This is an optimization exercise on Yosys and OpenROAD, whose aim is small area, a short achievable clock period and few clock cycles per item, not a production implementation. Where RTL was checked, it was by simulation tests only, not by an equivalence proof against the original.

==> job 1397 <==
## alu_arbiter
module alu_arbiter #(
    parameter int unsigned MUL_LAT = 3
) (
    input  logic        clk_i,
    input  logic        rst_i,
    input  logic        req0_valid_i,
    output logic        req0_ready_o,
    input  logic [2:0]  req0_op_i,
    input  logic [31:0] req0_src1_i,
    input  logic [31:0] req0_src2_i,
    input  logic        req1_valid_i,
    output logic        req1_ready_o,
    input  logic [2:0]  req1_op_i,
    input  logic [31:0] req1_src1_i,
    input  logic [31:0] req1_src2_i,
    output logic        rsp_valid_o,
    input  logic        rsp_ready_i,
    output logic        rsp_id_o,
    output logic [31:0] rsp_result_o,
    output logic        busy_o
);
==> flow/config.mk <==
export PLATFORM = sky130hd
export DESIGN_NAME = alu_arbiter
export DESIGN_NICKNAME = alu_arbiter
export VERILOG_FILES = /design/flow/design.v
export SDC_FILE = /design/flow/constraint.sdc
export NUM_CORES = 4
export LEC_CHECK = 0
export ABC_AREA = 1
export ABC_CLOCK_PERIOD_IN_PS = 4000
export CAP_MARGIN = 20
export CORE_MARGIN = 2
export CORE_UTILIZATION = 40
export SETUP_SLACK_MARGIN = 4.6
export SLEW_MARGIN = 20
==> flow/constraint.sdc <==
create_clock -name core_clock -period 9.0 [get_ports {clk_i}]
set_input_delay 1.8000 -clock core_clock [delete_from_list [all_inputs] [get_ports {clk_i}]]
set_output_delay 1.8000 -clock core_clock [all_outputs]
set_load 0.01 [all_outputs]
standard.sh (not shown) runs the stock make flow with config.mk's settings and CLKGATE_MAP_FILE= SYNTH_SCRIPT=/design/flow/synth_recipe.tcl, a recipe that flattens the netlist after the stock synthesis.
==> flow/flow/run.sh <==
#!/bin/bash
# Standard synthesis, then the standard layout with the settings below
# passed to make. make's output goes to synth.log and layout.log; each ORFS
# step keeps its own log under orfs/logs.
set -euo pipefail
bash standard.sh synth > synth.log 2>&1
args=(
  "BUFFER_PORTS_ARGS=-buffer_cell sky130_fd_sc_hd__buf_1"
  "CTS_ARGS=-sink_clustering_enable -repair_clock_nets -dont_use_dummy_load -root_buf sky130_fd_sc_hd__clkbuf_8 -buf_list {sky130_fd_sc_hd__clkbuf_4 sky130_fd_sc_hd__clkbuf_8}"
)
bash standard.sh "${args[@]}" finish > layout.log 2>&1
==> inputs of job 2105, as changes to job 1397 <==
--- a/flow/design.v
+++ b/flow/design.v
@@ -127,17 +127,17 @@
     logic [31:0] r0, r1, r2, r3;
     logic [31:0] row_a, row_b;
     logic [31:0] t_xor, t_and;
     logic [31:0] sum;
     logic [4:0]  sh;
     logic [31:0] sh_in;
     logic [31:0] sh_l1, sh_l2, sh_l3, sh_l4, sh_out;
     logic        fill;
-    logic [31:0] s_sum, s_and, s_xor, s_sll, s_sra, s_hold;
+    logic [31:0] s_sum, s_and, s_xor, s_sll, s_sra;
     logic [3:0]  b_one, b_two, b_neg;
     assign b_one = ex_bd_q[3:0];
     assign b_two = ex_bd_q[7:4];
     assign b_neg = ex_bd_q[11:8];
     assign sh    = ex_b_q[4:0];
     always_comb begin
         for (int i = 0; i < 32; i++) begin
             r0[i] = ((b_one[0] & ex_a_q[i]) | (b_two[0] & (i >= 1 ? ex_a_q[i-1] : 1'b0))) ^ b_neg[0];
@@ -526,27 +526,29 @@
         end
     end
     assign fill   = ex_d_q[D_SRA] & ex_a_q[31];
     assign sh_l1  = sh[0] ? {fill, sh_in[31:1]}           : sh_in;
     assign sh_l2  = sh[1] ? {{2{fill}}, sh_l1[31:2]}      : sh_l1;
     assign sh_l3  = sh[2] ? {{4{fill}}, sh_l2[31:4]}      : sh_l2;
     assign sh_l4  = sh[3] ? {{8{fill}}, sh_l3[31:8]}      : sh_l3;
     assign sh_out = sh[4] ? {{16{fill}}, sh_l4[31:16]}    : sh_l4;
-    assign s_sum  = {32{ex_adv & ex_d_q[D_SUM]}};
-    assign s_and  = {32{ex_adv & ex_d_q[D_AND]}};
-    assign s_xor  = {32{ex_adv & ex_d_q[D_XOR]}};
-    assign s_sll  = {32{ex_adv & ex_d_q[D_SLL]}};
-    assign s_sra  = {32{ex_adv & ex_d_q[D_SRA]}};
-    assign s_hold = {32{~ex_adv}};
-    always_ff @(posedge clk_i) begin
+    logic [31:0] alu_res;
+    assign s_sum  = {32{ex_d_q[D_SUM]}};
+    assign s_and  = {32{ex_d_q[D_AND]}};
+    assign s_xor  = {32{ex_d_q[D_XOR]}};
+    assign s_sll  = {32{ex_d_q[D_SLL]}};
+    assign s_sra  = {32{ex_d_q[D_SRA]}};
+    always_comb begin
         for (int i = 0; i < 32; i++) begin
-            rsp_res_q[i] <= (s_sum[i] & sum[i]) | (s_and[i] & t_and[i]) | (s_xor[i] & t_xor[i])
-                          | (s_sll[i] & sh_out[31 - i]) | (s_sra[i] & sh_out[i])
-                          | (s_hold[i] & rsp_res_q[i]);
+            alu_res[i] = (s_sum[i] & sum[i]) | (s_and[i] & t_and[i]) | (s_xor[i] & t_xor[i])
+                       | (s_sll[i] & sh_out[31 - i]) | (s_sra[i] & sh_out[i]);
         end
-        rsp_id_q <= (ex_adv & ex_id_q) | (~ex_adv & rsp_id_q);
+    end
+    always_ff @(posedge clk_i) begin
+        rsp_res_q <= ex_adv ? alu_res : rsp_res_q;
+        rsp_id_q  <= ex_adv ? ex_id_q : rsp_id_q;
     end
     assign rsp_valid_o  = rsp_valid_q;
     assign rsp_id_o     = rsp_id_q;
     assign rsp_result_o = rsp_res_q;
     assign busy_o       = ex_valid_q | rsp_valid_q;
 endmodule
SETUP_SLACK_MARGIN = 4.45   (was 4.6)
==> inputs of job 8663, as changes to job 1397 <==
SETUP_SLACK_MARGIN = 4.45   (was 4.6)
==> summary of the runs <==
- Clock skew, highest first: job 2105, job 8663, job 1397.
- In count of clock-buffer cells in the layout, job 1397 and job 2105 do not differ.
- First-iteration DRC count, lowest first: job 8663, job 1397, job 2105.
- Worst setup slack: job 8663 is higher than job 2105 (0.14 ns).
- Non-clock buffer count: job 2105 < job 8663 < job 1397.
- Hold slack, lowest first: job 8663, job 2105, job 1397.
- Between job 8663 and job 2105, the lower die area is in job 8663 (gap 2.8%, measured against job 2105).
==> figures <==
item                                                             job 2105        job 1397        job 8663
Clock insertion delay at the later pin of the skew report         0.48 ns         0.48 ns         0.47 ns
Antenna violations before repair                                        1               0               2
Worst endpoint required time                                      9.18 ns         9.36 ns         9.30 ns
Number of inserted diodes                                               1               0               0
Final Wtd Congestion                                                0.975           0.980           0.955
Total via count after detailed routing                              17570           17879           17747
Run status                                                 finished clean  finished clean  finished clean
Share of post-route cells with drive strength above 1               16.5%           14.1%           12.2%
Worst reg2reg setup slack                                         4.35 ns         4.50 ns         4.49 ns
First-pass DRT Iterations                                               6              19               6
Portion of the layout cell area used by non-clock buffers           8.26%           8.95%           8.56%
Total instance count after detailed placement                        2772            2755            2760
Fin worst setup slack                                             4.35 ns         4.50 ns         4.49 ns
Setup bufs post-CTS                                                    31              57              41
Launch point of the critical path                               ex_d_q[0]      ex_bd_q[4]      ex_bd_q[5]
Chip height                                                        200 µm          197 µm          197 µm
Startpoint of the most critical register-to-register path       ex_d_q[0]      ex_bd_q[4]      ex_bd_q[5]
Area enclosed by the die boundary                               40000 µm²       38900 µm²       38900 µm²
Total wirelength of the detailed-routed design                   71100 µm        70200 µm        69000 µm
Number of instances resized during post-cts repair                    154             174             141
Testbench counts of job 1397, summed over its fixed seeds: cycles 3,103, items 2,400.
Testbench counts of job 8663, summed over its fixed seeds: cycles 3,103, items 2,400.
The RTL of job 2105 was laid out without a check of its function.

========
==> v3 <==
Another version of the RTL of alu_arbiter (not shown whole).
clock: 9.0 ns
lec_check: 0
abc_clock_period_in_ps: 4000
cap_margin: 20
core_margin: 2
core_utilization: 40
setup_slack_margin: 5
slew_margin: 20
run.sh (not shown) runs the stock make flow with config.mk's settings and CLKGATE_MAP_FILE= SYNTH_SCRIPT=/design/flow/synth_recipe.tcl, a recipe that flattens the netlist after the stock synthesis.
Stock flow here: none of the scripts above is used.
==> v39: changes against v3 <==
==> flow/flow/run.sh (new file) <==
#!/bin/bash
# Standard synthesis and layout; the port buffers are made from the smallest
# buffer cell (buffer_ports -buffer_cell) instead of the default choice.
# make's output goes to synth.log and layout.log; each ORFS step keeps its
# own log under orfs/logs.
set -euo pipefail
bash standard.sh synth > synth.log 2>&1
bash standard.sh "BUFFER_PORTS_ARGS=-buffer_cell sky130_fd_sc_hd__buf_1" finish > layout.log 2>&1
==> flow/standard.sh (new file) <==
#!/bin/bash
# synth_recipe.tcl (not shown) runs the flow's synth.tcl, then flattens the netlist and writes it again
# the make line also repeats each setting of config.mk as NAME=value (left out here)
make -C /OpenROAD-flow-scripts/flow DESIGN_CONFIG=/design/flow/config.mk WORK_HOME=/design/flow/orfs CLKGATE_MAP_FILE= SYNTH_SCRIPT=/design/flow/synth_recipe.tcl "${@:-finish}"
- ABC_AREA: default -> 1
- ABC_CLOCK_PERIOD_IN_PS: 4000 -> 6000
- SETUP_SLACK_MARGIN: 5 -> 4.45
removed: flow/run.sh
==> qor summary <==
| quantity | v39 | v3 |
|---|---|---|
| Result of the run | complete, no violations | complete, no violations |
| Nets in the synthesized netlist | 2668 | 2115 |
| Die X | 202 um | 198 um |
| Relative area change from synthesis to final layout | 16.7% | 29.7% |
| Starting DRT DRC Count | 2436 | 2222 |
| Total Routed Length | 71700 um | 65400 um |
| Average routed wire per standard cell | 23.7 um | 26.5 um |
| R2r worst-path depth | 17 | 21 |
| Simple logic cell fraction of the synthesized area | 33.0% | 14.4% |
| Proportion of layout cells with a drive suffix above 1 | 10.5% | 20.3% |
| Endpoint required time on the critical path | 7.20 ns | 9.32 ns |
| Bufs w/o clock | 220 | 278 |
| CP max FO | 3 | 7 |
| Number of setup buffers added after CTS | 11 | 50 |
| Number of well-tap cells placed | 518 | 511 |
| Capture point of the critical path | req0_ready_o | rsp_res_q[23] |
| Vias/cell | 6.09 | 6.46 |
| Total iterations of the first detailed-routing run | 8 | 10 |
| RR Startpoint | ex_a_q[25] | ex_bd_q[1] |
Testbench counts of v3, summed over its fixed seeds: cycles 3,103, items 2,400.
Testbench counts of v39, summed over its fixed seeds: cycles 3,103, items 2,400.

static timing again, ports no longer ideal:
The flow's constraints put no driver on any port. The routed layouts listed below were extracted and timed again, unchanged, in two steps. Step 1 sets driving cells, clkbuf_16 on the clock port and buf_2 on the other inputs (assumed; they add their load-dependent delay and slew). Step 2 adds t to the input delays and takes it off the output delays; t is the mean of the earliest and latest rising clock arrival at the registers after step 1. Input paths then give back, and output paths get back, about the clock's delay inside the block. a / b / c = ideal ports / drivers / drivers and shift; a / b = the first two.
run	t, ns	setup WS [ns]	latest minus earliest clock arrival (ns)
job 1397	0.510	4.498 / 4.498 / 4.046	0.030 / 0.029
job 2105	0.502	4.347 / 4.347 / 4.347	0.043 / 0.043
job 8663	0.506	4.491 / 4.484 / 4.043	0.031 / 0.031
v3	0.483	4.144 / 4.144 / 4.144	0.011 / 0.012
v39	0.501	4.485 / 4.462 / 4.390	0.012 / 0.012
After both steps setup and hold are still met in every run listed. For job 1397, which loses most, drivers alone change the setup slack by 0.000 ns; drivers and shift together by -0.452 ns.
